Background: an optimization exercise with open tools, aiming at small area and a short achievable clock period. Do not read the settings as production practice.
At most, simulation tests tie the RTL to the original design; equivalence was not proved.
Only the layout flow was run in run 1; the RTL was not checked for function there.

## flow/design.v (module list and top-level ports; edited modules follow where they fit)
// module fpu_add_path: 122 lines
// module fpu_fa: 4 lines
// module fpu_mult_path: 1601 lines
// module fpu_top: 244 lines
module fpu_top
(
   input  logic        Clk_CI,
   input  logic        Rst_RBI,
   input  logic        enable,
   input  logic [31:0] operand_a,
   input  logic [31:0] operand_b,
   input  logic [1:0]  op,
   output logic [31:0] result,
   output logic        valid,
   output logic        of,
   output logic        uf,
   output logic        zero,
   output logic        ix,
   output logic        iv,
   output logic        inf
);
  // ...
==> flow/flow/run.sh <==
#!/bin/bash
# The standard layout (standard.sh) with two changes in how it is made:
#  - ports are buffered with buf_2 rather than the default port buffer;
#  - timing repair aims past the clock period: repair_timing's setup margin is
#    raised so that the resizer also works on paths that already meet it.
# The constraints (constraint.sdc, the clock period) are not changed.
set -o pipefail
export BUFFER_PORTS_ARGS="-buffer_cell sky130_fd_sc_hd__buf_2"
export SETUP_SLACK_MARGIN=11
bash standard.sh > standard.log 2>&1
==> flow/standard.sh <==
#!/bin/bash
# synth_recipe.tcl (not shown) runs the flow's synth.tcl, then flattens the netlist and writes it again
# the make line also repeats each setting of config.mk as NAME=value (left out here)
make -C /OpenROAD-flow-scripts/flow DESIGN_CONFIG=/design/flow/config.mk WORK_HOME=/design/flow/orfs CLKGATE_MAP_FILE= SYNTH_SCRIPT=/design/flow/synth_recipe.tcl "${@:-finish}"
==> flow/config.mk <==
export PLATFORM = sky130hd
export DESIGN_NAME = fpu_top
export DESIGN_NICKNAME = fpu_top
export VERILOG_FILES = /design/flow/design.v
export SDC_FILE = /design/flow/constraint.sdc
export NUM_CORES = 4
export LEC_CHECK = 0
export CAP_MARGIN = 20
export CORE_MARGIN = 2
export CORE_UTILIZATION = 50
export SLEW_MARGIN = 20
export SYNTH_HIERARCHICAL = 1
==> flow/constraint.sdc <==
create_clock -name core_clock -period 18.0 [get_ports {Clk_CI}]
set_input_delay 3.6000 -clock core_clock [delete_from_list [all_inputs] [get_ports {Clk_CI}]]
set_output_delay 3.6000 -clock core_clock [all_outputs]
set_load 0.01 [all_outputs]
==> notes.md, run 1 <==
- The initialized floorplan defines 90 standard-cell rows.
- From left edge to right edge, the die measures 251.3 um.
- The die outline area is 63170 um^2.
- The met2 routed wirelength is 52150 um.
- The number of iterations in the first detailed-routing pass is 9.
- Timing would allow up to 0.1440 GHz.
- The worst hold endpoint is v2$_DFF_PN0_.
- The global routing usage summed across all routing layers is 0.3648.
- The largest registers in the layout are t2 x24, mb1 x23, ms1 x23.
- The clock tree from TritonCTS is done.
- The setup TNS after final layout is 0 ns.
- The register with the most flip-flops in the layout has 24 of them.
- During synthesis, Yosys emitted a total of 14 warnings.
- The flow ran to the end and the layout has no timing, DRC or antenna violations.
- In this run, placement finished with an instance count of approximately 4.3k.
- The register clock-pin slew on the reported worst setup and hold paths is 0.06 ns.
- Of the cells placed in the final design, the portion with a size suffix greater than 1 is 0.1845.
- The final count of hold timing violations was 0.
- The antenna diode instance count is 2.
- The tightest hold path in the finished design has a slack of ~0.35 ns.
- Of the total synthesized cell area, the portion taken by full adders, half adders and majority gates is 0.4034.
- The initial utilization of the core area, before any placement, comes to 0.5058.
- The category of the critical setup timing path is flip-flop to flip-flop.
- The largest area contributor in the netlist is sky130_fd_sc_hd__fa_1.
- The setup slack of the critical path after layout is 11.05 ns.
- Registers represent a cell area share of 0.06947.
- The clock passes through at most 2 buffers.
- The post-synthesis average cell area is 8.612 um^2.
- The fraction of area in clock buffers and inverters is 0.01520.
- Entering global routing, the biggest net connects 54 pins.
- The end of the critical path is c2$_DFF_P_.
- The total routed wire length on the met1 layer is 48020 um.
- After layout, the inverter instance count without clock inverters stands at roughly 240.
- Synthesis inferred between 100 and 150 register bits.
- The post-CTS setup repair buffer count is 29.
- The global routing stage identified its most utilized layer as met2.
- The global-route track usage on met3 is 0.1122.
==> module fpu_top, before the edit <==
module fpu_top
(
   input  logic        Clk_CI,
   input  logic        Rst_RBI,
   input  logic        enable,
   input  logic [31:0] operand_a,
   input  logic [31:0] operand_b,
   input  logic [1:0]  op,
   output logic [31:0] result,
   output logic        valid,
   output logic        of,
   output logic        uf,
   output logic        zero,
   output logic        ix,
   output logic        iv,
   output logic        inf
);
   localparam logic [1:0] SP_NONE = 2'd0;
   localparam logic [1:0] SP_ZERO = 2'd1;
   localparam logic [1:0] SP_INF  = 2'd2;
   localparam logic [1:0] SP_NAN  = 2'd3;
   logic        sa, sb, is_mul, is_sub, sbe;
   logic [7:0]  ea, eb;
   logic [22:0] fa, fb;
   logic        za, zb, maxa, maxb, nana, nanb, infa, infb;
   logic        a_big, eq_mag, ssm_d;
   logic [8:0]  dab, dba;
   logic [7:0]  dexp;
   logic [4:0]  shamt_d;
   logic [1:0]  sp_d;
   logic        sign_d;
   logic [9:0]  exp_d;
   logic [22:0] mb_d, ms_d;
   logic        hs_d;
   assign sa = operand_a[31];
   assign sb = operand_b[31];
   assign ea = operand_a[30:23];
   assign eb = operand_b[30:23];
   assign fa = operand_a[22:0];
   assign fb = operand_b[22:0];
   assign is_mul = op == 2'd2;
   assign is_sub = op == 2'd1;
   assign sbe    = sb ^ is_sub;
   assign za   = ea == 8'd0;
   assign zb   = eb == 8'd0;
   assign maxa = &ea;
   assign maxb = &eb;
   assign nana = maxa & (|fa);
   assign nanb = maxb & (|fb);
   assign infa = maxa & ~(|fa);
   assign infb = maxb & ~(|fb);
   assign eq_mag = {ea, fa} == {eb, fb};
   assign dab    = {1'b0, ea} - {1'b0, eb};
   assign dba    = {1'b0, eb} - {1'b0, ea};
   assign a_big  = ~dab[8];
   assign dexp   = dab[8] ? dba[7:0] : dab[7:0];
   assign ssm_d  = a_big ? sbe : sa;
   assign shamt_d = (|dexp[7:5]) ? 5'd31 : dexp[4:0];
   always_comb
   begin
      sp_d   = SP_NONE;
      sign_d = is_mul ? (sa ^ sb) : (a_big ? sa : sbe);
      if (nana | nanb | (is_mul ? ((infa & zb) | (za & infb)) : (infa & infb & (sa ^ sbe))))
         sp_d = SP_NAN;
      else if (infa | infb)
      begin
         sp_d = SP_INF;
         if (!is_mul)
            sign_d = infa ? sa : sbe;
      end
      else if (is_mul ? (za | zb) : ((za & zb) | ((sa ^ sbe) & eq_mag)))
      begin
         sp_d = SP_ZERO;
         if (!is_mul)
            sign_d = 1'b0;
      end
   end
   assign exp_d = is_mul ? ({2'b00, ea} + {2'b00, eb} - 10'd127) : {2'b00, (a_big ? ea : eb)};
   assign mb_d  = a_big ? fa : fb;
   assign ms_d  = a_big ? (zb ? 23'd0 : fb) : (za ? 23'd0 : fa);
   assign hs_d  = a_big ? ~zb : ~za;
   logic        v1;
   logic        mul1, sub1, near1, sign1, ssm1, hs1;
   logic [1:0]  sp1;
   logic [9:0]  exp1;
   logic [4:0]  shamt1;
   logic [22:0] mb1, ms1;
   always_ff @(posedge Clk_CI, negedge Rst_RBI)
   begin
      if (~Rst_RBI)
         v1 <= 1'b0;
      else
         v1 <= enable;
   end
   always_ff @(posedge Clk_CI)
   begin
      mul1   <= is_mul;
      sub1   <= sa ^ sbe;
      near1  <= (sa ^ sbe) & (dexp[7:1] == 7'd0);
      sign1  <= sign_d;
      ssm1   <= ssm_d;
      sp1    <= sp_d;
      exp1   <= exp_d;
      shamt1 <= shamt_d;
      mb1    <= mb_d;
      ms1    <= ms_d;
      hs1    <= hs_d;
   end
   logic [47:0] prod;
   logic [25:0] add_t;
   logic        add_stk;
   logic [9:0]  add_exp;
   logic [25:0] t_d;
   logic        stk_d;
   fpu_mult_path mult_path0
   (
      .a (mb1),
      .b (ms1),
      .p (prod)
   );
   logic [7:0]  add_e0;
   logic        add_swapped;
   logic        add_g255, add_g254, add_g253, add_l0, add_lm1, add_lm2;
   fpu_add_path add_path0
   (
      .mant_big   (mb1),
      .mant_small ({hs1, ms1}),
      .shamt      (shamt1),
      .sub        (sub1),
      .near       (near1),
      .swapped    (add_swapped),
      .exp_big    (exp1[7:0]),
      .t          (add_t),
      .stk        (add_stk),
      .e0         (add_e0),
      .g255       (add_g255),
      .g254       (add_g254),
      .g253       (add_g253),
      .l0         (add_l0),
      .lm1        (add_lm1),
      .lm2        (add_lm2)
   );
   assign t_d   = mul1 ? prod[47:22] : add_t;
   assign stk_d = mul1 ? (|prod[21:0]) : add_stk;
   function automatic logic [3:0] round_info(input logic [25:0] t, input logic stk);
      logic hi, rnd, inx, ones;
      hi   = t[25];
      rnd  = hi ? (t[1] & (stk | t[0] | t[2])) : (t[0] & (stk | t[1]));
      inx  = stk | t[0] | (hi & t[1]);
      ones = (&t[23:2]) & (hi ? t[24] : t[1]);
      round_info = {hi, rnd, inx, rnd & ones};
   endfunction
   logic [3:0]  ri_mul, ri_add;
   logic        hi, rnd_d, inx_d, c_d;
   assign ri_mul = round_info(prod[47:22], |prod[21:0]);
   assign ri_add = round_info(add_t, add_stk);
   assign {hi, rnd_d, inx_d, c_d} = mul1 ? ri_mul : ri_add;
   logic [7:0]  ex_d;
   logic        g255_d, g254_d, g253_d, l0_d, lm1_d, lm2_d;
   assign ex_d   = mul1 ? exp1[7:0] : add_e0;
   assign g255_d = mul1 ? ($signed(exp1) >= $signed(10'd255)) : add_g255;
   assign g254_d = mul1 ? ($signed(exp1) >= $signed(10'd254)) : add_g254;
   assign g253_d = mul1 ? ($signed(exp1) >= $signed(10'd253)) : add_g253;
   assign l0_d   = mul1 ? ($signed(exp1) <= $signed(10'd0)) : add_l0;
   assign lm1_d  = mul1 ? ($signed(exp1) <= $signed(-10'sd1)) : add_lm1;
   assign lm2_d  = mul1 ? ($signed(exp1) <= $signed(-10'sd2)) : add_lm2;
   logic        v2;
   logic        sign2, hi2, rl2, rh2, c2, inx2;
   logic [2:0]  nrm2, ff2;
   logic [1:0]  sp2;
   logic [7:0]  ex2;
   logic [23:0] t2;
   always_ff @(posedge Clk_CI, negedge Rst_RBI)
   begin
      if (~Rst_RBI)
         v2 <= 1'b0;
      else
         v2 <= v1;
   end
   always_ff @(posedge Clk_CI)
   begin
      sign2 <= (~mul1 & (sp1 == SP_NONE) & add_swapped) ? ssm1 : sign1;
      sp2   <= sp1;
      ex2   <= ex_d;
      hi2   <= hi;
      t2    <= t_d[24:1];
      rl2   <= rnd_d & ~hi;
      rh2   <= rnd_d & hi;
      c2    <= c_d;
      inx2  <= inx_d;
      nrm2  <= {3{sp1 == SP_NONE}} & ~{g253_d, g254_d, g255_d} & ~{lm2_d, lm1_d, l0_d};
      ff2   <= {3{(sp1 == SP_NAN) | (sp1 == SP_INF)}} | ({3{sp1 == SP_NONE}} & {g253_d, g254_d, g255_d});
   end
   logic        q;
   logic [23:0] cy;
   logic [23:0] inc;
   logic [22:0] mr;
   logic [7:0]  ef;
   assign q = rh2 | (rl2 & t2[0]);
   logic [23:0] pa [6];
   always_comb
   begin
      pa[0] = {t2[22:1], q, 1'b1};
      for (int l = 0; l < 5; l++)
         for (int i = 0; i < 24; i++)
            pa[l+1][i] = ((i >> l) & 1) ? pa[l][i] & pa[l][((i >> l) << l) - 1] : pa[l][i];
      cy = {pa[5][23:1], rl2};
   end
   assign inc = t2 ^ cy;
   assign mr  = hi2 ? inc[23:1] : inc[22:0];
   logic [7:0] ea1;
   logic [6:0] ea2;
   logic [7:0] pe1 [4];
   logic [6:0] pe2 [4];
   always_comb
   begin
      pe1[0] = {ex2[6:0], 1'b1};
      pe2[0] = {ex2[6:1], 1'b1};
      for (int l = 0; l < 3; l++)
      begin
         for (int i = 0; i < 8; i++)
            pe1[l+1][i] = ((i >> l) & 1) ? pe1[l][i] & pe1[l][((i >> l) << l) - 1] : pe1[l][i];
         for (int i = 0; i < 7; i++)
            pe2[l+1][i] = ((i >> l) & 1) ? pe2[l][i] & pe2[l][((i >> l) << l) - 1] : pe2[l][i];
      end
      ea1 = ex2 ^ pe1[3];
      ea2 = ex2[7:1] ^ pe2[3];
   end
   assign ef = (hi2 & c2) ? {ea2, ex2[0]} : (hi2 | c2) ? ea1 : ex2;
   logic nrm, ff, none2;
   assign nrm   = (hi2 & c2) ? nrm2[2] : (hi2 | c2) ? nrm2[1] : nrm2[0];
   assign ff    = (hi2 & c2) ? ff2[2] : (hi2 | c2) ? ff2[1] : ff2[0];
   assign none2 = sp2 == SP_NONE;
   assign result = {sign2 & (sp2 != SP_NAN),
                    {8{ff}} | ({8{nrm}} & ef),
                    (sp2 == SP_NAN), {22{nrm}} & mr[21:0]} | {9'd0, nrm & mr[22], 22'd0};
   assign iv     = sp2 == SP_NAN;
   assign inf    = ff & (sp2 != SP_NAN);
   assign of     = ff & none2;
   assign uf     = none2 & ~nrm & ~ff;
   assign zero   = (sp2 == SP_ZERO) | uf;
   assign ix     = none2 & (inx2 | ~nrm);
   assign valid = v2;
endmodule
==> inputs of run 2 (changes only) <==
--- a/flow/design.v
+++ b/flow/design.v
@@ -150,17 +150,23 @@
          g253 = exp_big >= 8'd253;
       end
    end
 endmodule
 module fpu_fa (input logic a, input logic b, input logic c, output logic s, output logic co);
    assign s  = a ^ b ^ c;
    assign co = (a & b) | (a & c) | (b & c);
 endmodule
-module fpu_mult_path (input logic [22:0] a, input logic [22:0] b, output logic [47:0] p);
+module fpu_mult_path
+(
+   input  logic [22:0] a,
+   input  logic [22:0] b,
+   output logic [47:0] p,         
+   output logic        ones_mid   
+);
    logic pp1, pp2, pp3, pp4, pp5, pp6, pp7, pp8, pp9, pp10, pp11, pp12, pp13, pp14, pp15, pp16;
    logic pp17, pp18, pp19, pp20, pp21, pp22, pp23, pp24, pp25, pp26, pp27, pp28, pp29, pp30, pp31, pp32;
    logic pp33, pp34, pp35, pp36, pp37, pp38, pp39, pp40, pp41, pp42, pp43, pp44, pp45, pp46, pp47, pp48;
    logic pp49, pp50, pp51, pp52, pp53, pp54, pp55, pp56, pp57, pp58, pp59, pp60, pp61, pp62, pp63, pp64;
    logic pp65, pp66, pp67, pp68, pp69, pp70, pp71, pp72, pp73, pp74, pp75, pp76, pp77, pp78, pp79, pp80;
    logic pp81, pp82, pp83, pp84, pp85, pp86, pp87, pp88, pp89, pp90, pp91, pp92, pp93, pp94, pp95, pp96;
    logic pp97, pp98, pp99, pp100, pp101, pp102, pp103, pp104, pp105, pp106, pp107, pp108, pp109, pp110, pp111, pp112;
    logic pp113, pp114, pp115, pp116, pp117, pp118, pp119, pp120, pp121, pp122, pp123, pp124, pp125, pp126, pp127, pp128;
@@ -1750,16 +1756,20 @@
    assign n378_g = n282_g | (n282_p & n333_g);
    assign n378_p = n282_p & n333_p;
    logic n381_g, n381_p;
    assign n381_g = n285_g | (n285_p & n333_g);
    assign n381_p = n285_p & n333_p;
    logic [47:0] cy;
    assign cy = {n381_g, n378_g, n375_g, n372_g, n369_g, n366_g, n363_g, n360_g, n357_g, n354_g, n351_g, n348_g, n345_g, n342_g, n339_g, n336_g, n333_g, n330_g, n327_g, n324_g, n321_g, n318_g, n315_g, n312_g, n309_g, n306_g, n303_g, n300_g, n297_g, n294_g, n291_g, n288_g, n237_g, n234_g, n231_g, n228_g, n225_g, n222_g, n219_g, n216_g, n153_g, n150_g, n147_g, n144_g, n75_g, n72_g, n0_g, g0c};
    assign p = ~(p0 ^ {cy[46:0], 1'b1});
+   logic [47:0] tr, gr;
+   assign tr = xn ^ yn;
+   assign gr = ~(xn | yn);
+   assign ones_mid = p[24] & (&(tr[45:25] ^ gr[44:24]));
 endmodule
 module fpu_top
 (
    input  logic        Clk_CI,
    input  logic        Rst_RBI,
    input  logic        enable,
    input  logic [31:0] operand_a,
    input  logic [31:0] operand_b,
@@ -1862,24 +1872,24 @@
       shamt1 <= shamt_d;
       mb1    <= mb_d;
       ms1    <= ms_d;
       hs1    <= hs_d;
    end
    logic [47:0] prod;
    logic [25:0] add_t;
    logic        add_stk;
-   logic [9:0]  add_exp;
    logic [25:0] t_d;
-   logic        stk_d;
+   logic        prod_ones;
    fpu_mult_path mult_path0
    (
-      .a (mb1),
-      .b (ms1),
-      .p (prod)
+      .a        (mb1),
+      .b        (ms1),
+      .p        (prod),
+      .ones_mid (prod_ones)
    );
    logic [7:0]  add_e0;
    logic        add_swapped;
    logic        add_g255, add_g254, add_g253, add_l0, add_lm1, add_lm2;
    fpu_add_path add_path0
    (
       .mant_big   (mb1),
       .mant_small ({hs1, ms1}),
@@ -1893,30 +1903,30 @@
       .e0         (add_e0),
       .g255       (add_g255),
       .g254       (add_g254),
       .g253       (add_g253),
       .l0         (add_l0),
       .lm1        (add_lm1),
       .lm2        (add_lm2)
    );
-   assign t_d   = mul1 ? prod[47:22] : add_t;
-   assign stk_d = mul1 ? (|prod[21:0]) : add_stk;
-   function automatic logic [3:0] round_info(input logic [25:0] t, input logic stk);
+   assign t_d = mul1 ? prod[47:22] : add_t;
+   function automatic logic [3:0] round_info(input logic [25:0] t, input logic stk,
+                                             input logic ones_mid);
       logic hi, rnd, inx, ones;
       hi   = t[25];
       rnd  = hi ? (t[1] & (stk | t[0] | t[2])) : (t[0] & (stk | t[1]));
       inx  = stk | t[0] | (hi & t[1]);
-      ones = (&t[23:2]) & (hi ? t[24] : t[1]);
+      ones = ones_mid & (hi ? t[24] : t[1]);
       round_info = {hi, rnd, inx, rnd & ones};
    endfunction
    logic [3:0]  ri_mul, ri_add;
    logic        hi, rnd_d, inx_d, c_d;
-   assign ri_mul = round_info(prod[47:22], |prod[21:0]);
-   assign ri_add = round_info(add_t, add_stk);
+   assign ri_mul = round_info(prod[47:22], |prod[21:0], prod_ones);
+   assign ri_add = round_info(add_t, add_stk, &add_t[23:2]);
    assign {hi, rnd_d, inx_d, c_d} = mul1 ? ri_mul : ri_add;
    logic [7:0]  ex_d;
    logic        g255_d, g254_d, g253_d, l0_d, lm1_d, lm2_d;
    assign ex_d   = mul1 ? exp1[7:0] : add_e0;
    assign g255_d = mul1 ? ($signed(exp1) >= $signed(10'd255)) : add_g255;
    assign g254_d = mul1 ? ($signed(exp1) >= $signed(10'd254)) : add_g254;
    assign g253_d = mul1 ? ($signed(exp1) >= $signed(10'd253)) : add_g253;
    assign l0_d   = mul1 ? ($signed(exp1) <= $signed(10'd0)) : add_l0;
==> notes.md, run 2 <==
- The logic depth of the worst register-to-register path is 23 (was 25).
- The final global-route overflow total is 0 (unchanged).
- The last weighted congestion value of the routability-driven placer is 0.9868 (was 0.9634).
- The commonest register cell after synthesis is sky130_fd_sc_hd__dfxtp_1 (unchanged).
- Regs by FF count: t2 x24, mb1 x23, ms1 x23 (unchanged).
- The global routing usage summed across all routing layers is 0.3693 (was 0.3648).
- The most numerous cell on the critical path is sky130_fd_sc_hd__fa_1 (unchanged).
- The category of the critical setup timing path is flip-flop to flip-flop (unchanged).
- The count of buffers inserted at the top-level ports is 107 (unchanged).
- The number of unique standard cell types used by synthesis was 112 (was 115).
- Highest-count cells in the layout ignoring fill and taps: sky130_fd_sc_hd__nand2_1, sky130_fd_sc_hd__fa_1, sky130_fd_sc_hd__inv_1 (was sky130_fd_sc_hd__nand2_1, sky130_fd_sc_hd__fa_1, sky130_fd_sc_hd__nor2_1).
- The maximum number of pins on one net before global-route repair is 52 (was 54).
- The final net count is 4406 (was 4457).
- The flip-flop count of the largest register after layout is 24 (unchanged).
- The global-route wire length before repair is 177400 um (was 174500 um).
- The register clock-pin slew on the reported worst setup and hold paths is 0.06 ns (about the same).
- The wire length reported by the detailed router is 120100 um (was 124200 um).
- The cell area after synthesis is 30880 um^2 (was 30590 um^2).
- The critical path goes through buf_6 > nand2_1 > fa_1 > fa_1 > fa_1 > fa_1 > fa_1 > fa_1 > fa_2 > inv_1 > ha_2 > nand4_1 > or2_4 > a2111oi_4 > buf_12 > o211ai_1 > a31oi_1 > nand2_1 > o21ai_0 > nand2_1 > a21oi_2 > nor2_1 > nor2_1.
- The initial core utilization was 0.5032 (was 0.5058).
- The number of design-rule violations left by the first detailed-router iteration is 2769 (was 3248).
- The register with the most flip-flops is t2 (unchanged).
- The share of the synthesized area in the top cell type is 0.3196 (was 0.3227).
- The dominant cell by count in the synthesized netlist is sky130_fd_sc_hd__nand2_1 (unchanged).
- Most used standard cells in the synthesized netlist: sky130_fd_sc_hd__nand2_1, sky130_fd_sc_hd__fa_1, sky130_fd_sc_hd__inv_1 (was sky130_fd_sc_hd__nand2_1, sky130_fd_sc_hd__fa_1, sky130_fd_sc_hd__inv_1, sky130_fd_sc_hd__nor2_1, sky130_fd_sc_hd__ha_1).
- The number of remaining DRC errors was 0 (unchanged).
- The die outline area is 63760 um^2 (was 63170 um^2).
- The filler cell count is 5626 (was 5388).
- The highest clock rate is 0.1457 GHz (was 0.1440 GHz).
- The biggest fanout along the worst timing path came to 24 (was 13).
- The utilization of the core after routing came to 0.5554 (was 0.5840).
- The clock tree from TritonCTS is done (unchanged).
- The number of iterations in the first detailed-routing pass is 6 (was 9).
- The peak per-stage delay on the critical path came to 0.59 ns (was 0.60 ns).
- Status: complete, no violations (unchanged).
- The gate count after technology mapping is 3598 (was 3552).
- The transition time at the pin with the least slew margin is 1.145 ns (was 0.9477 ns).
- The shortest clock period the worst path allows after layout was 6.864 ns (was 6.947 ns).
- The buffer cell driving the clock tree root is sky130_fd_sc_hd__clkbuf_16 (unchanged).
- The number of rows created at floorplan came to 91 (was 90).
- The number of failing setup endpoints in the final timing report is 0 (unchanged).
- The number of global-route vias before repair was 29.06k (was 28.85k).
- The placeable core region came to 61370 um^2 (was 60470 um^2).
- The footprint of the multi-input gates is 27000 um^2 (was 27130 um^2).
- The final antenna-violating net count is 0 (unchanged).
- The total vias in the final route is 28.17k (was 29.13k).
- The relative slew slack was 0.2288 (was 0.3661).
- The number of standard cells in the final layout excluding fillers was 4434 (was 4497).
- The number of antenna violations at the first check in global routing is 1 (was 3).
- The kind of capture point of the worst setup path is a flip-flop (unchanged).
- The Yosys warning count is 14 (unchanged).
- The final count of hold timing violations is 0 (unchanged).
- The most frequent standard cell in the layout excluding fill and tap cells is sky130_fd_sc_hd__nand2_1 (unchanged).
- The fraction of the cycle the final worst path needs is 0.3813 (was 0.3859).
- The number of maximum-capacitance constraint violations is 0 (unchanged).
- The mean number of vias per cell came to 6.353 (was 6.478).
- The buffer levels on the longest clock path is 2 (unchanged).
- The post-placement cell count is 4343 (was 4292).
- The total clock buffers created by CTS is 17 (unchanged).
- The layout cell share with drive strength beyond 1 is 0.1384 (was 0.1845).
- The maximum level of the CTS H-tree came to 4 (unchanged).
- The setup TNS after final layout came to 0 ns (unchanged).
- The largest area contributor in the netlist is sky130_fd_sc_hd__fa_1 (unchanged).
- The final count of pins violating max slew was 0 (unchanged).
- The average routed wire per standard cell was 27.08 um (was 27.63 um).
- The standard cell with the maximum stage delay on the critical path is sky130_fd_sc_hd__fa_2 (was sky130_fd_sc_hd__fa_1).
- The dominant delay contributor by cell family on the critical path is adder cells (unchanged).
- The data arrival at the endpoint of the critical path is 7.26 ns (was 7.29 ns).
- The number of hold buffers added after cts is 0 (unchanged).
- The portion of the post-synthesis area used by sequential elements was 0.07618 (was 0.07690).
- The worst hold slack is 0.3534 ns (was 0.3487 ns).
- The count of pins on the block boundary is 108 (unchanged).
- The data required time of the critical path is 18.39 ns (was 18.34 ns).
- Most area-consuming cells after synthesis: sky130_fd_sc_hd__fa_1, sky130_fd_sc_hd__ha_1, sky130_fd_sc_hd__nand2_1 (unchanged).
- The count of cell instances traversed by the critical path is 23 (was 25).
- The die extent in x is 252.5 um (was 251.3 um).
- Setup repair after global routing missed its margin: true (unchanged).
- The y dimension of the die is 252.5 um (was 251.3 um).
- The combined flip-flop and latch cell area was 2406 um^2 (was 2454 um^2).
- The source-to-sink clock delay at the later pin of the worst-skew pair is 0.46 ns (was 0.45 ns).
- The post-synthesis average cell area came to 8.582 um^2 (was 8.612 um^2).
- The count of buffering cells on the critical path with inverters included is 3 (was 4).
- The post-synthesis net count is 4376 (was 4309).
- The final worst clock skew was 0.01369 ns (was 0.01162 ns).
- The fraction of synthesis flops using an asynchronous set or reset pin came to 0.01709 (unchanged).
- The number of synthesized flops with an enable pin came to 0 (unchanged).
- The kind of path behind the tightest hold check is flip-flop to flip-flop (unchanged).
- The TritonCTS sink count came to 117 (unchanged).
- The post-detailed-placement half-perimeter wirelength is 87850 um (was 85670 um).
- The number of cells on the worst hold path is 0 (unchanged).
- The post-synthesis to final-layout area growth is 10.37% (was 15.46%).
- The post-synthesis register bit count was 117 (unchanged).
- The kind of start point of the critical path is a flip-flop (unchanged).
run 2: logic make-up (layout without fill, tap and decap cells):
family,after synthesis,in the layout,synth area share
AO/OA/AOI/OAI,655,655,0.1439
adder cells (fa/ha/maj),712,712,0.4081
AND/OR/NAND/NOR,1223,1223,0.1773
multiplexers,210,210,0.07642
XOR/XNOR,189,189,0.05478
buffers and inverters,491,534,0.06321
flip-flops,117,117,0.07618
other,1,4,0.0001214
run 2: final timing paths:
path / from / endpoint / slack, ns
worst min-delay path: v1$_DFF_PN0_ / v2$_DFF_PN0_ / 0.35
min in group asynchronous: Rst_RBI / v2$_DFF_PN0_ / 2.91
worst max register to register: mb1[9]$_DFF_P_ / rl2$_DFF_P_ / 11.14
max in group asynchronous: Rst_RBI / v1$_DFF_PN0_ / 14.99
worst max-delay path: mb1[9]$_DFF_P_ / rl2$_DFF_P_ / 11.14
worst min register to register: v1$_DFF_PN0_ / v2$_DFF_PN0_ / 0.35
run 2: modules after synthesis (local to each module, per instance):
| module | cell area [um^2] | times used | flops+latches | cells |
|---|---|---|---|---|
| fpu_fa | 20.02 | 483 | 0 | 1 |
| fpu_mult_path | 5609 | 1 | 0 | 1082 |
| fpu_add_path | 8818 | 1 | 0 | 1266 |
| fpu_top | 6783 | 1 | 117 | 767 |
run 2: area by class of cell:
type	instances	area share
Multi-Input combinational cell	2990	0.7921
Sequential cell	117	0.07059
Timing Repair Buffer	218	0.05775
Inverter	284	0.03286
Tap cell	790	0.02900
Clock buffer	17	0.01248
Clock inverter	15	0.004993
Antenna cell	3	0.0002203
run 2: repair_timing:
item,CTS,global route
pin swaps,6,8
hold endpoints to repair,0,0
setup endpoints to repair,41,41
gates cloned,0,11
buffers inserted,8,37
gates resized for setup,59,163
run 2: stage by stage:
| step | instance area [um^2] | worst slack, ns |
|---|---|---|
| after floorplan | 30880 | 11.34 |
| after global placement | 31960 | 9.981 |
| after detailed placement | 31970 | 9.819 |
| after CTS | 32900 | 11.01 |
| after global routing | 34080 | 10.88 |
| final | 34080 | 11.14 |
run 2: routing by layer:
layer  vias to the layer above  GRT usage  wire (um)
met5                         -          0        115
met4                         2     0.1503       5630
met3                       320    0.08383      12780
met2                      1593     0.5807      52780
met1                     14051     0.4924      48760
li1                      12201          -          -
==> inputs of run 3 (changes only) <==
--- a/flow/flow/run.sh
+++ b/flow/flow/run.sh
@@ -7,4 +7,4 @@
 set -o pipefail
 export BUFFER_PORTS_ARGS="-buffer_cell sky130_fd_sc_hd__buf_2"
-export SETUP_SLACK_MARGIN=11
+export SETUP_SLACK_MARGIN=10.5
 bash standard.sh > standard.log 2>&1
==> notes.md, run 3 <==
- The most numerous cell on the critical path was sky130_fd_sc_hd__fa_1 (unchanged).
- The final count of hold timing violations came to 0 (unchanged).
- The placeable core region came to 61370 um^2 (unchanged).
- The final worst clock skew is 0.009942 ns (was 0.01369 ns).
- The flip-flop count of the largest register after layout was 24 (unchanged).
- The buffer cell driving the clock tree root was sky130_fd_sc_hd__clkbuf_16 (unchanged).
- The register clock-pin slew on the reported worst setup and hold paths came to 0.06 ns (about the same).
- The category of the critical setup timing path is flip-flop to flip-flop (unchanged).
- The die outline area is 63760 um^2 (unchanged).
- The setup TNS after final layout is 0 ns (unchanged).
- The cell area after synthesis is 30880 um^2 (unchanged).
- The mux cell area share after synthesis was 0.07642 (unchanged).
- The average routed wire per standard cell was 26.34 um (was 27.08 um).
- The Yosys warning count came to 14 (unchanged).
- The global-route wire length before repair is 177000 um (was 177400 um).
- The wire length reported by the detailed router is 115500 um (was 120100 um).
- The layout cell share with drive strength beyond 1 is 0.1112 (was 0.1384).
- The kind of path behind the tightest hold check is flip-flop to flip-flop (unchanged).
- The transition time at the pin with the least slew margin was 1.143 ns (was 1.145 ns).
- The shortest clock period the worst path allows after layout came to 7.187 ns (was 6.864 ns).
- The global routing usage summed across all routing layers is 0.3682 (was 0.3693).
- The last weighted congestion value of the routability-driven placer is 0.9868 (unchanged).
- The kind of capture point of the worst setup path is a flip-flop (unchanged).
- List of cells traversed by the critical path: buf_4 > nand2_1 > fa_1 > fa_1 > fa_1 > fa_1 > fa_1 > fa_1 > fa_1 > inv_1 > ha_1 > nand4_1 > or2_2 > a2111oi_4 > buf_12 > o211ai_1 > a31oi_1 > nand2_1 > o21ai_0 > nand2_1 > a21oi_1 > nor2_1 > nor2_1 (was buf_6 > nand2_1 > fa_1 > fa_1 > fa_1 > fa_1 > fa_1 > fa_1 > fa_2 > inv_1 > ha_2 > nand4_1 > or2_4 > a2111oi_4 > buf_12 > o211ai_1 > a31oi_1 > nand2_1 > o21ai_0 > nand2_1 > a21oi_2 > nor2_1 > nor2_1).
- The largest area contributor in the netlist is sky130_fd_sc_hd__fa_1 (unchanged).
- The antenna diode instance count is 0 (was 3).
- Setup repair after global routing missed its margin: false (was true).
- The buffer levels on the longest clock path is 2 (unchanged).
- The kind of start point of the critical path is a flip-flop (unchanged).
- The biggest fanout along the worst timing path is 28 (was 24).
- The portion of the post-synthesis area used by sequential elements was 0.07618 (unchanged).
- The source-to-sink clock delay at the later pin of the worst-skew pair was 0.46 ns (about the same).
- The die extent in x is 252.5 um (unchanged).
- The number of synthesized flops with an enable pin came to 0 (unchanged).
- The share of the synthesized netlist area taken by xor and xnor gates is 0.05478 (unchanged).
- The total clock buffers created by CTS is 17 (unchanged).
- The count of buffers inserted at the top-level ports was 107 (unchanged).
- The standard cell with the maximum stage delay on the critical path was sky130_fd_sc_hd__fa_1 (was sky130_fd_sc_hd__fa_2).
- The clock tree from TritonCTS is done (unchanged).
- The fraction of the cycle the final worst path needs is 0.3993 (was 0.3813).
- The relative slew slack is 0.2302 (was 0.2288).
- The share of the synthesized area in the top cell type is 0.3196 (unchanged).
- The final antenna-violating net count was 0 (unchanged).
- Regs by FF count: t2 x24, mb1 x23, ms1 x23 (unchanged).
- The post-synthesis to final-layout area growth is 6.548% (was 10.37%).
- The number of global-route vias before repair was 29.02k (was 29.06k).
- The gate count after technology mapping is 3598 (unchanged).
- The post-placement cell count is 4343 (unchanged).
- The final global-route overflow total came to 0 (unchanged).
- The post-synthesis average cell area is 8.582 um^2 (unchanged).
- The data arrival at the endpoint of the critical path is 7.58 ns (was 7.26 ns).
- The number of failing setup endpoints in the final timing report is 0 (unchanged).
- The most frequent standard cell in the layout excluding fill and tap cells is sky130_fd_sc_hd__nand2_1 (unchanged).
- The post-detailed-placement half-perimeter wirelength is 87850 um (unchanged).
- The post-synthesis share of cell area spent on and, or, nand and nor gates is 0.1773 (unchanged).
- The number of remaining DRC errors came to 0 (unchanged).
- The number of standard cells in the final layout excluding fillers is 4386 (was 4434).
- The final net count is 4361 (was 4406).
- The y dimension of the die was 252.5 um (unchanged).
- Status: complete, no violations (unchanged).
- The largest family of logic cells by synthesized area is adder cells (unchanged).
- The post-synthesis net count is 4376 (unchanged).
- The commonest register cell after synthesis is sky130_fd_sc_hd__dfxtp_1 (unchanged).
- The number of design-rule violations left by the first detailed-router iteration is 2482 (was 2769).
- The number of antenna violations at the first check in global routing is 1 (unchanged).
- The adder-cell share of the synthesized area is 0.4081 (unchanged).
- The total vias in the final route is 27.63k (was 28.17k).
- The number of unique standard cell types used by synthesis is 112 (unchanged).
- The highest clock rate came to 0.1391 GHz (was 0.1457 GHz).
- The dominant cell by count in the synthesized netlist is sky130_fd_sc_hd__nand2_1 (unchanged).
- The post-synthesis register bit count is 117 (unchanged).
- The count of pins on the block boundary is 108 (unchanged).
- The data required time of the critical path is 18.39 ns (about the same).
- Highest-count cells in the layout ignoring fill and taps: sky130_fd_sc_hd__nand2_1, sky130_fd_sc_hd__fa_1, sky130_fd_sc_hd__inv_1 (unchanged).
- The number of maximum-capacitance constraint violations is 0 (unchanged).
- The mean number of vias per cell is 6.299 (was 6.353).
- The register with the most flip-flops is t2 (unchanged).
- The share of the synthesized area in compound gates (AO/OA/AOI/OAI) came to 0.1439 (unchanged).
- The fraction of synthesis flops using an asynchronous set or reset pin is 0.01709 (unchanged).
- The number of rows created at floorplan is 91 (unchanged).
- The TritonCTS sink count was 117 (unchanged).
- The final count of pins violating max slew is 0 (unchanged).
- The maximum level of the CTS H-tree was 4 (unchanged).
- Most area-consuming cells after synthesis: sky130_fd_sc_hd__fa_1, sky130_fd_sc_hd__ha_1, sky130_fd_sc_hd__nand2_1 (unchanged).
- The initial core utilization is 0.5032 (unchanged).
- The maximum number of pins on one net before global-route repair is 52 (unchanged).
- The number of iterations in the first detailed-routing pass is 7 (was 6).
- Most used standard cells in the synthesized netlist: sky130_fd_sc_hd__nand2_1, sky130_fd_sc_hd__fa_1, sky130_fd_sc_hd__inv_1 (unchanged).
- The peak per-stage delay on the critical path is 0.59 ns (about the same).
## run 3: path summary, 6_finish.rpt
check                           startpoint  cells after the start      endpoint  slack, ns
setup reg to reg           ms1[15]$_DFF_P_                     23   rl2$_DFF_P_      10.81
hold / removal                v1$_DFF_PN0_                      0  v2$_DFF_PN0_       0.35
setup / recovery           ms1[15]$_DFF_P_                     23   rl2$_DFF_P_      10.81
min in group asynchronous          Rst_RBI                      1  v2$_DFF_PN0_       2.91
max in group asynchronous          Rst_RBI                      1  v1$_DFF_PN0_      14.99
hold reg to reg               v1$_DFF_PN0_                      0  v2$_DFF_PN0_       0.35
## run 3: layer usage
| layer | global-route usage | part of all wire |
|---|---|---|
| met1 | 0.4894 | 0.41 |
| met2 | 0.5750 | 0.44 |
| met3 | 0.08599 | 0.099 |
| met4 | 0.1581 | 0.047 |
| met5 | 0 | 0.000078 |
## run 3: metrics by stage
step                setup slack (ns)  hold WS, ns  cell area (um^2)  utilization
floorplan                      11.34       0.3312             30880            -
detailed placement             9.819       0.3460             31970       0.5209
CTS                            10.49       0.3538             32620       0.5315
global placement               9.981       0.3401             31960       0.5207
finish                         10.81       0.3534             32900       0.5361
global route                   10.51       0.3575             32900       0.5361
## run 3: critical path: cells and delay by family, from the launching register on
family          cells  cell delay [ns]
buf+inv             3             0.73
simple gates        7             1.16
fa+ha+maj           8             3.85
compound gates      5             1.02
flops               1             0.31
## run 3: area by class of cell
| type | instances | area [um^2] |
|---|---|---|
| flip-flops and latches | 117 | 2367 |
| clock buffers | 17 | 425.4 |
| multi-input cells | 2990 | 26770 |
| inverters | 284 | 1082 |
| well taps | 790 | 988.4 |
| clock inverters | 15 | 170.2 |
| fillers | 5740 | 28470 |
| repair buffers | 173 | 1096 |
## run 3: kinds of logic after synthesis
| kind of cell | count (synthesis) |
|---|---|
| flops | 117 |
| compound gates | 655 |
| mux | 210 |
| simple gates | 1223 |
| fa+ha+maj | 712 |
| xor+xnor | 189 |
| other cells | 1 |
| buf+inv | 491 |
## run 3: per-module statistics from Yosys (local to each module, per instance)
module,flops+latches,times used,cells inside
fpu_add_path,0,1,1266
fpu_fa,0,483,1
fpu_mult_path,0,1,1082
fpu_top,117,1,767
## run 3: what timing repair did
action                                  4_1_cts  5_1_grt
hold buffers                                  0        0
resized for setup                            10       37
endpoints found under the setup margin       34       30
pin swaps                                     1        5
setup buffers                                 1       10
==> inputs of run 4 (changes only) <==
--- a/flow/flow/run.sh
+++ b/flow/flow/run.sh
@@ -7,4 +7,4 @@
 set -o pipefail
 export BUFFER_PORTS_ARGS="-buffer_cell sky130_fd_sc_hd__buf_2"
-export SETUP_SLACK_MARGIN=10.5
+export SETUP_SLACK_MARGIN=11
 bash standard.sh > standard.log 2>&1
--- a/flow/config.mk
+++ b/flow/config.mk
@@ -9,4 +9,5 @@
 export CORE_MARGIN = 2
 export CORE_UTILIZATION = 50
+export PLACE_DENSITY = 0.72
 export SLEW_MARGIN = 20
 export SYNTH_HIERARCHICAL = 1
==> notes.md, run 4 <==
- Status: complete, no violations (unchanged).
- The maximum level of the CTS H-tree is 4 (unchanged).
- The most frequent standard cell in the layout excluding fill and tap cells is sky130_fd_sc_hd__nand2_1 (unchanged).
- The die extent in x is 252.5 um (unchanged).
- The fraction of synthesis flops using an asynchronous set or reset pin is 0.01709 (unchanged).
- The largest area contributor in the netlist is sky130_fd_sc_hd__fa_1 (unchanged).
- The final global-route overflow total was 0 (unchanged).
- The global routing usage summed across all routing layers is 0.3297 (was 0.3682).
- The largest family of logic cells by synthesized area is adder cells (unchanged).
- The post-synthesis register bit count is 117 (unchanged).
- The share of the synthesized netlist area taken by xor and xnor gates was 0.05478 (unchanged).
- The source-to-sink clock delay at the later pin of the worst-skew pair is 0.45 ns (was 0.46 ns).
- The kind of start point of the critical path is a flip-flop (unchanged).
- The final count of hold timing violations was 0 (unchanged).
- The gate count after technology mapping is 3598 (unchanged).
- The y dimension of the die was 252.5 um (unchanged).
- The setup TNS after final layout was 0 ns (unchanged).
- The footprint of the multi-input gates is 26870 um^2 (was 26770 um^2).
- The category of the critical setup timing path was flip-flop to flip-flop (unchanged).
- Highest-count cells in the layout ignoring fill and taps: sky130_fd_sc_hd__nand2_1, sky130_fd_sc_hd__fa_1, sky130_fd_sc_hd__inv_1 (unchanged).
- The filler cell count is 5539 (was 5740).
- The post-synthesis average cell area is 8.582 um^2 (unchanged).
- The number of design-rule violations left by the first detailed-router iteration is 2805 (was 2482).
- The mean number of vias per cell is 6.288 (was 6.299).
- The number of unique standard cell types used by synthesis came to 112 (unchanged).
- The commonest register cell after synthesis is sky130_fd_sc_hd__dfxtp_1 (unchanged).
- The buffer cell driving the clock tree root was sky130_fd_sc_hd__clkbuf_16 (unchanged).
- The count of buffers inserted at the top-level ports is 107 (unchanged).
- The cell area after synthesis was 30880 um^2 (unchanged).
- The wire length reported by the detailed router is 104400 um (was 115500 um).
- The kind of path behind the tightest hold check was flip-flop to flip-flop (unchanged).
- The total vias in the final route is 27.68k (was 27.63k).
- The final antenna-violating net count is 0 (unchanged).
- The biggest fanout along the worst timing path is 24 (was 28).
- The flip-flop count of the largest register after layout was 24 (unchanged).
- The register clock-pin slew on the reported worst setup and hold paths is 0.06 ns (about the same).
- The number of cells on the worst hold path is 0 (unchanged).
- The shortest clock period the worst path allows after layout was 6.849 ns (was 7.187 ns).
- The fraction of the cycle the final worst path needs is 0.3805 (was 0.3993).
- The portion of the post-synthesis area used by sequential elements was 0.07618 (unchanged).
- The number of global-route vias before repair is 27.87k (was 29.02k).
- The post-synthesis net count is 4376 (unchanged).
- The number of remaining DRC errors was 0 (unchanged).
- The dominant cell by count in the synthesized netlist is sky130_fd_sc_hd__nand2_1 (unchanged).
- The global-route wire length before repair came to 161300 um (was 177000 um).
- The data arrival at the endpoint of the critical path is 7.23 ns (was 7.58 ns).
- The share of the synthesized area in compound gates (AO/OA/AOI/OAI) is 0.1439 (unchanged).
- The last weighted congestion value of the routability-driven placer is 1.024 (was 0.9868).
- The final worst clock skew is 0.01268 ns (was 0.009942 ns).
- The clock tree from TritonCTS is done (unchanged).
- Regs by FF count: t2 x24, mb1 x23, ms1 x23 (unchanged).
- The number of synthesized flops with an enable pin came to 0 (unchanged).
- Most area-consuming cells after synthesis: sky130_fd_sc_hd__fa_1, sky130_fd_sc_hd__ha_1, sky130_fd_sc_hd__nand2_1 (unchanged).
- The count of pins on the block boundary is 108 (unchanged).
- The maximum number of pins on one net before global-route repair is 52 (unchanged).
- The final count of pins violating max slew is 0 (unchanged).
- The number of iterations in the first detailed-routing pass is 6 (was 7).
- The share of the synthesized area in the top cell type is 0.3196 (unchanged).
- The mux cell area share after synthesis is 0.07642 (unchanged).
- The relative slew slack is 0.3130 (was 0.2302).
- The total clock buffers created by CTS is 17 (unchanged).
- The setup slack of the most critical reg-to-reg path is 11.15 ns (was 10.81 ns).
- The number of antenna violations at the first check in global routing is 0 (was 1).
- Setup repair after global routing missed its margin: false (unchanged).
- The placeable core region is 61370 um^2 (unchanged).
- The combined flip-flop and latch cell area is 2362 um^2 (was 2367 um^2).
- The number of maximum-capacitance constraint violations was 0 (unchanged).
- The register with the most flip-flops is t2 (unchanged).
- The TritonCTS sink count is 117 (unchanged).
- The Yosys warning count is 14 (unchanged).
- The final net count was 4376 (was 4361).
- The adder-cell share of the synthesized area is 0.4081 (unchanged).
- The data required time of the critical path is 18.38 ns (was 18.39 ns).
- The post-synthesis share of cell area spent on and, or, nand and nor gates is 0.1773 (unchanged).
- The logic depth of the worst register-to-register path came to 25 (was 23).
- The post-detailed-placement half-perimeter wirelength came to 77770 um (was 87850 um).
- The kind of capture point of the worst setup path is a flip-flop (unchanged).
- The buffer levels on the longest clock path came to 2 (unchanged).
- The highest clock rate is 0.1460 GHz (was 0.1391 GHz).
- Most used standard cells in the synthesized netlist: sky130_fd_sc_hd__nand2_1, sky130_fd_sc_hd__fa_1, sky130_fd_sc_hd__inv_1 (unchanged).
- The number of failing setup endpoints in the final timing report came to 0 (unchanged).
- The initial core utilization is 0.5032 (unchanged).
- The post-synthesis to final-layout area growth came to 7.796% (was 6.548%).
- The die outline area was 63760 um^2 (unchanged).
- The number of rows created at floorplan is 91 (unchanged).
- The layout cell share with drive strength beyond 1 came to 0.1202 (was 0.1112).
- The average routed wire per standard cell is 23.71 um (was 26.34 um).
- The transition time at the pin with the least slew margin came to 1.031 ns (was 1.143 ns).
==> run 4: worst paths after layout <==
path | start | end
setup / recovery | mb1[12]$_DFF_P_ | rl2$_DFF_P_
hold / removal | v1$_DFF_PN0_ | v2$_DFF_PN0_
hold reg to reg | v1$_DFF_PN0_ | v2$_DFF_PN0_
max in group asynchronous | Rst_RBI | v1$_DFF_PN0_
min in group asynchronous | Rst_RBI | v1$_DFF_PN0_
setup reg to reg | mb1[12]$_DFF_P_ | rl2$_DFF_P_
==> run 4: what timing repair did <==
| item | CTS | global route |
|---|---|---|
| cloned | 0 | 1 |
| hold buffers | 0 | 0 |
| resized for setup | 34 | 97 |
| endpoints found under the setup margin | 35 | 32 |
| buffers inserted | 0 | 20 |
| endpoints found under the hold margin | 0 | 0 |
| pin swaps | 0 | 6 |
==> run 4: area by class of cell <==
cell class | count | share of cell area
multi-input cells | 2990 | 0.8071
flip-flops and latches | 117 | 0.07097
repair buffers | 188 | 0.04165
inverters | 284 | 0.03266
well taps | 790 | 0.02969
clock buffers | 17 | 0.01278
clock inverters | 15 | 0.005074
diodes | 1 | 0.00007518
==> run 4: through the flow <==
stage / setup slack, ns / area, um^2 / std cells / hold WS, ns / util
2_1_floorplan: 11.34 / 30880 / 3598 / 0.3312 / -
3_3_place_gp: 10.24 / 31990 / 4348 / 0.3324 / 0.5212
3_5_place_dp: 10.28 / 31990 / 4348 / 0.3436 / 0.5212
4_1_cts: 11.00 / 32740 / 4380 / 0.3568 / 0.5334
5_1_grt: 10.98 / 33280 / 4401 / 0.3611 / 0.5424
6_report: 11.15 / 33290 / 4402 / 0.3511 / 0.5424
==> run 4: layer usage <==
| metal | wire length [um] | share of wire | global-route usage |
|---|---|---|---|
| met2 | 45570 | 0.44 | 0.5048 |
| met3 | 11780 | 0.11 | 0.08538 |
| met1 | 41030 | 0.39 | 0.4349 |
| met4 | 6005 | 0.058 | 0.1589 |
| met5 | 0 | 0 | 0 |
==> run 4: critical path, cell delays in order, from the launching register on <==
cell and delay [ns]:
sky130_fd_sc_hd__dfxtp_1 0.34, sky130_fd_sc_hd__buf_8 0.30, sky130_fd_sc_hd__inv_1 0.25, sky130_fd_sc_hd__nor2_1 0.15, sky130_fd_sc_hd__ha_1 0.25, sky130_fd_sc_hd__inv_1 0.08, sky130_fd_sc_hd__fa_1 0.44, sky130_fd_sc_hd__fa_1 0.56
sky130_fd_sc_hd__fa_1 0.47, sky130_fd_sc_hd__fa_1 0.42, sky130_fd_sc_hd__fa_1 0.47, sky130_fd_sc_hd__fa_1 0.61, sky130_fd_sc_hd__inv_1 0.06, sky130_fd_sc_hd__ha_1 0.30, sky130_fd_sc_hd__nand4_1 0.14, sky130_fd_sc_hd__or2_2 0.34
sky130_fd_sc_hd__a2111oi_4 0.18, sky130_fd_sc_hd__buf_4 0.20, sky130_fd_sc_hd__o211ai_1 0.13, sky130_fd_sc_hd__a31oi_1 0.24, sky130_fd_sc_hd__nand2_1 0.16, sky130_fd_sc_hd__o21ai_0 0.17, sky130_fd_sc_hd__nand2_1 0.07, sky130_fd_sc_hd__a21oi_1 0.22
sky130_fd_sc_hd__nor2_1 0.10, sky130_fd_sc_hd__nor2_1 0.10
==> run 4: per-module statistics from Yosys, one instance, submodules excluded <==
module         flip-flops and latches  cells
fpu_fa                              0      1
fpu_add_path                        0   1266
fpu_top                           117    767
fpu_mult_path                       0   1082
==> run 4: kinds of logic after synthesis <==
family,Yosys count
AND/OR/NAND/NOR,1223
buffers and inverters,491
multiplexers,210
flip-flops,117
adder cells (fa/ha/maj),712
XOR/XNOR,189
AO/OA/AOI/OAI,655
other,1
==> inputs of run 5 (changes only) <==
--- a/flow/config.mk
+++ b/flow/config.mk
@@ -9,5 +9,7 @@
 export CORE_MARGIN = 2
 export CORE_UTILIZATION = 50
-export PLACE_DENSITY = 0.72
+export CTS_BUF_LIST = sky130_fd_sc_hd__clkbuf_8
+export CTS_CLUSTER_DIAMETER = 120
+export CTS_CLUSTER_SIZE = 30
 export SLEW_MARGIN = 20
 export SYNTH_HIERARCHICAL = 1
==> notes.md, run 5 <==
- The final count of hold timing violations is 0 (unchanged).
- The largest area contributor in the netlist is sky130_fd_sc_hd__fa_1 (unchanged).
- The layout cell share with drive strength beyond 1 is 0.1412 (was 0.1202).
- The total vias in the final route came to 28.27k (was 27.68k).
- The data required time of the critical path came to 18.44 ns (was 18.38 ns).
- Regs by FF count: t2 x24, mb1 x23, ms1 x23 (unchanged).
- The average routed wire per standard cell was 27.30 um (was 23.71 um).
- The final net count is 4413 (was 4376).
- The filler cell count is 5638 (was 5539).
- The kind of path behind the tightest hold check is flip-flop to flip-flop (unchanged).
- The dominant cell by count in the synthesized netlist is sky130_fd_sc_hd__nand2_1 (unchanged).
- The Yosys warning count is 14 (unchanged).
- The setup TNS after final layout is 0 ns (unchanged).
- The number of maximum-capacitance constraint violations is 0 (unchanged).
- The final antenna-violating net count came to 0 (unchanged).
- The kind of capture point of the worst setup path is a flip-flop (unchanged).
- The cell area after synthesis is 30880 um^2 (unchanged).
- The shortest clock period the worst path allows after layout came to 6.853 ns (was 6.849 ns).
- The relative slew slack is 0.2394 (was 0.3130).
- The initial core utilization is 0.5032 (unchanged).
- The post-synthesis average cell area is 8.582 um^2 (unchanged).
- The buffer levels on the longest clock path is 2 (unchanged).
- The number of antenna violations at the first check in global routing came to 1 (was 0).
- The final global-route overflow total is 0 (unchanged).
- Most area-consuming cells after synthesis: sky130_fd_sc_hd__fa_1, sky130_fd_sc_hd__ha_1, sky130_fd_sc_hd__nand2_1 (unchanged).
- The global routing usage summed across all routing layers is 0.3689 (was 0.3297).
- The maximum number of pins on one net before global-route repair is 52 (unchanged).
- The final worst clock skew is 0.02321 ns (was 0.01268 ns).
- The most frequent standard cell in the layout excluding fill and tap cells was sky130_fd_sc_hd__nand2_1 (unchanged).
- The flip-flop count of the largest register after layout came to 24 (unchanged).
- The pre-CTS setup slack was 9.819 ns (was 10.28 ns).
- The post-synthesis net count is 4376 (unchanged).
- The post-synthesis register bit count was 117 (unchanged).
- The number of failing setup endpoints in the final timing report is 0 (unchanged).
- The biggest fanout along the worst timing path is 24 (unchanged).
- The last weighted congestion value of the routability-driven placer is 0.9868 (was 1.024).
- Most used standard cells in the synthesized netlist: sky130_fd_sc_hd__nand2_1, sky130_fd_sc_hd__fa_1, sky130_fd_sc_hd__inv_1 (unchanged).
- The mean number of vias per cell was 6.368 (was 6.288).
- The y dimension of the die is 252.5 um (unchanged).
- The highest clock rate is 0.1459 GHz (was 0.1460 GHz).
- The count of buffers inserted at the top-level ports is 107 (unchanged).
- The gate count after technology mapping is 3598 (unchanged).
- The total clock buffers created by CTS is 17 (unchanged).
- The source-to-sink clock delay at the later pin of the worst-skew pair is 0.52 ns (was 0.45 ns).
- The global-route wire length before repair is 177300 um (was 161300 um).
- The count of pins on the block boundary is 108 (unchanged).
- The die outline area is 63760 um^2 (unchanged).
- The clock tree from TritonCTS is done (unchanged).
- The number of global-route vias before repair was 29.04k (was 27.87k).
- The maximum level of the CTS H-tree is 4 (unchanged).
- The category of the critical setup timing path is flip-flop to flip-flop (unchanged).
- The buffer cell driving the clock tree root is sky130_fd_sc_hd__clkbuf_8 (was sky130_fd_sc_hd__clkbuf_16).
- The number of remaining DRC errors is 0 (unchanged).
- Setup repair after global routing missed its margin: false (unchanged).
- The commonest register cell after synthesis was sky130_fd_sc_hd__dfxtp_1 (unchanged).
- The number of design-rule violations left by the first detailed-router iteration is 2644 (was 2805).
- The number of synthesized flops with an enable pin came to 0 (unchanged).
- The fraction of the cycle the final worst path needs is 0.3807 (was 0.3805).
- The transition time at the pin with the least slew margin is 1.129 ns (was 1.031 ns).
- The number of rows created at floorplan is 91 (unchanged).
- The share of the synthesized area in the top cell type is 0.3196 (unchanged).
- The number of hold buffers added after cts is 0 (unchanged).
- The data arrival at the endpoint of the critical path is 7.30 ns (was 7.23 ns).
- Status: complete, no violations (unchanged).
- The TritonCTS sink count was 117 (unchanged).
- The post-synthesis to final-layout area growth is 10.30% (was 7.796%).
- The number of iterations in the first detailed-routing pass came to 8 (was 6).
- The final count of pins violating max slew was 0 (unchanged).
- The setup slack of the critical path after layout is 11.15 ns (about the same).
- The number of unique standard cell types used by synthesis is 112 (unchanged).
- The portion of the post-synthesis area used by sequential elements is 0.07618 (unchanged).
- Highest-count cells in the layout ignoring fill and taps: sky130_fd_sc_hd__nand2_1, sky130_fd_sc_hd__fa_1, sky130_fd_sc_hd__inv_1 (unchanged).
- The fraction of synthesis flops using an asynchronous set or reset pin was 0.01709 (unchanged).
- The post-detailed-placement half-perimeter wirelength is 87850 um (was 77770 um).
- The register with the most flip-flops is t2 (unchanged).
- The kind of start point of the critical path is a flip-flop (unchanged).
- The die extent in x came to 252.5 um (unchanged).
- The register clock-pin slew on the reported worst setup and hold paths is 0.09 ns (was 0.06 ns).
- The wire length reported by the detailed router came to 121200 um (was 104400 um).
- The placeable core region was 61370 um^2 (unchanged).
==> run 5: layout make-up <==
class                   instances  area [um^2]  share of cell area
clock inverters                15        170.2            0.004996
clock buffers                  17        234.0            0.006870
diodes                          2        5.005           0.0001469
well taps                     790        988.4             0.02902
inverters                     284         1116             0.03277
flip-flops and latches        117         2419             0.07101
repair buffers                225         2107             0.06186
multi-input cells            2990        27020              0.7933
==> run 5: what timing repair did <==
action,in CTS,in global routing
endpoints found under the setup margin,41,41
pin swaps,6,10
resized for setup,59,173
cloned,0,15
setup buffers,8,40
hold endpoints to repair,0,0
==> run 5: metrics by stage <==
step	instance area [um^2]	instances	hold slack (ns)	util
final	34060	4440	0.3541	0.5550
after global placement	31960	4343	0.3401	0.5207
after detailed placement	31970	4343	0.3460	0.5209
after global routing	34060	4439	0.3590	0.5549
after floorplan	30880	3598	0.3312	-
after CTS	32710	4383	0.3542	0.5330
==> run 5: worst paths after layout <==
check                      cells after the start           end            from  slack (ns)
max                                           25   rl2$_DFF_P_  mb1[9]$_DFF_P_       11.15
min                                            0  v2$_DFF_PN0_    v1$_DFF_PN0_        0.35
max reg2reg                                   25   rl2$_DFF_P_  mb1[9]$_DFF_P_       11.15
min reg2reg                                    0  v2$_DFF_PN0_    v1$_DFF_PN0_        0.35
max in group asynchronous                      1  v1$_DFF_PN0_         Rst_RBI       15.04
min in group asynchronous                      1  v2$_DFF_PN0_         Rst_RBI        2.86
==> run 5: metal layers <==
layer,routed length [um],vias up,global-route usage
li1,-,12210,-
met3,13380,306,0.08311
met4,5647,0,0.1439
met5,0,-,0
met1,49020,14160,0.4924
met2,53150,1596,0.5829
==> run 5: logic make-up after synthesis <==
logic type	count (synthesis)	synth area share
compound gates	655	0.1439
xor+xnor	189	0.05478
fa+ha+maj	712	0.4081
buf+inv	491	0.06321
flops	117	0.07618
mux	210	0.07642
other cells	1	0.0001214
simple gates	1223	0.1773
==> run 5: modules after synthesis, one instance, submodules excluded <==
module | area, um^2 | flip-flops and latches | cells
fpu_add_path | 8818 | 0 | 1266
fpu_fa | 20.02 | 0 | 1
fpu_mult_path | 5609 | 0 | 1082
fpu_top | 6783 | 117 | 767
==> run 5: critical path, stage by stage (launching register included) <==
cell,delay [ns]
sky130_fd_sc_hd__dfxtp_1,0.33
sky130_fd_sc_hd__buf_6,0.33
sky130_fd_sc_hd__inv_1,0.25
sky130_fd_sc_hd__nor2_1,0.15
sky130_fd_sc_hd__ha_1,0.16
sky130_fd_sc_hd__inv_1,0.05
sky130_fd_sc_hd__fa_1,0.50
sky130_fd_sc_hd__fa_1,0.56
sky130_fd_sc_hd__fa_1,0.47
sky130_fd_sc_hd__fa_1,0.41
sky130_fd_sc_hd__fa_1,0.45
sky130_fd_sc_hd__fa_1,0.57
sky130_fd_sc_hd__inv_1,0.05
sky130_fd_sc_hd__ha_1,0.30
sky130_fd_sc_hd__nand4_1,0.15
sky130_fd_sc_hd__or2_4,0.31
sky130_fd_sc_hd__a2111oi_4,0.27
sky130_fd_sc_hd__buf_12,0.18
sky130_fd_sc_hd__o211ai_1,0.15
sky130_fd_sc_hd__a31oi_1,0.28
sky130_fd_sc_hd__nand2_1,0.16
sky130_fd_sc_hd__o21ai_0,0.17
sky130_fd_sc_hd__nand2_1,0.09
sky130_fd_sc_hd__a21oi_2,0.20
sky130_fd_sc_hd__nor2_1,0.08
sky130_fd_sc_hd__nor2_1,0.11

-- separate check: timing with driven ports --
In the flow no input, the clock included, has a driving cell. The finished layouts below were timed again as built, in two steps.
Step 1, drivers: a clkbuf_16 drives Clk_CI and a buf_2 each remaining input, both assumed.
Step 2, shift: input delay + t, output delay - t, t = (earliest + latest rising clock arrival at the registers) / 2. This alone moves slack from input paths to output paths.
Slacks: ideal / step 1 / step 2; pairs: ideal / step 1.
run | t (ns) | slack for setup (ns) | pins driven straight from the clock port
run 1 | 0.508 | 11.053 / 11.053 / 10.864 | 1
run 2 | 0.522 | 11.136 / 11.136 / 11.061 | 1
run 3 | 0.517 | 10.813 / 10.813 / 10.813 | 1
run 4 | 0.499 | 11.151 / 11.151 / 11.016 | 1
run 5 | 0.568 | 11.147 / 11.147 / 11.057 | 1
After both steps every run listed still meets setup and hold. The setup slack of run 1, which loses most, moves by 0.000 ns with the drivers and by -0.189 ns with both steps.
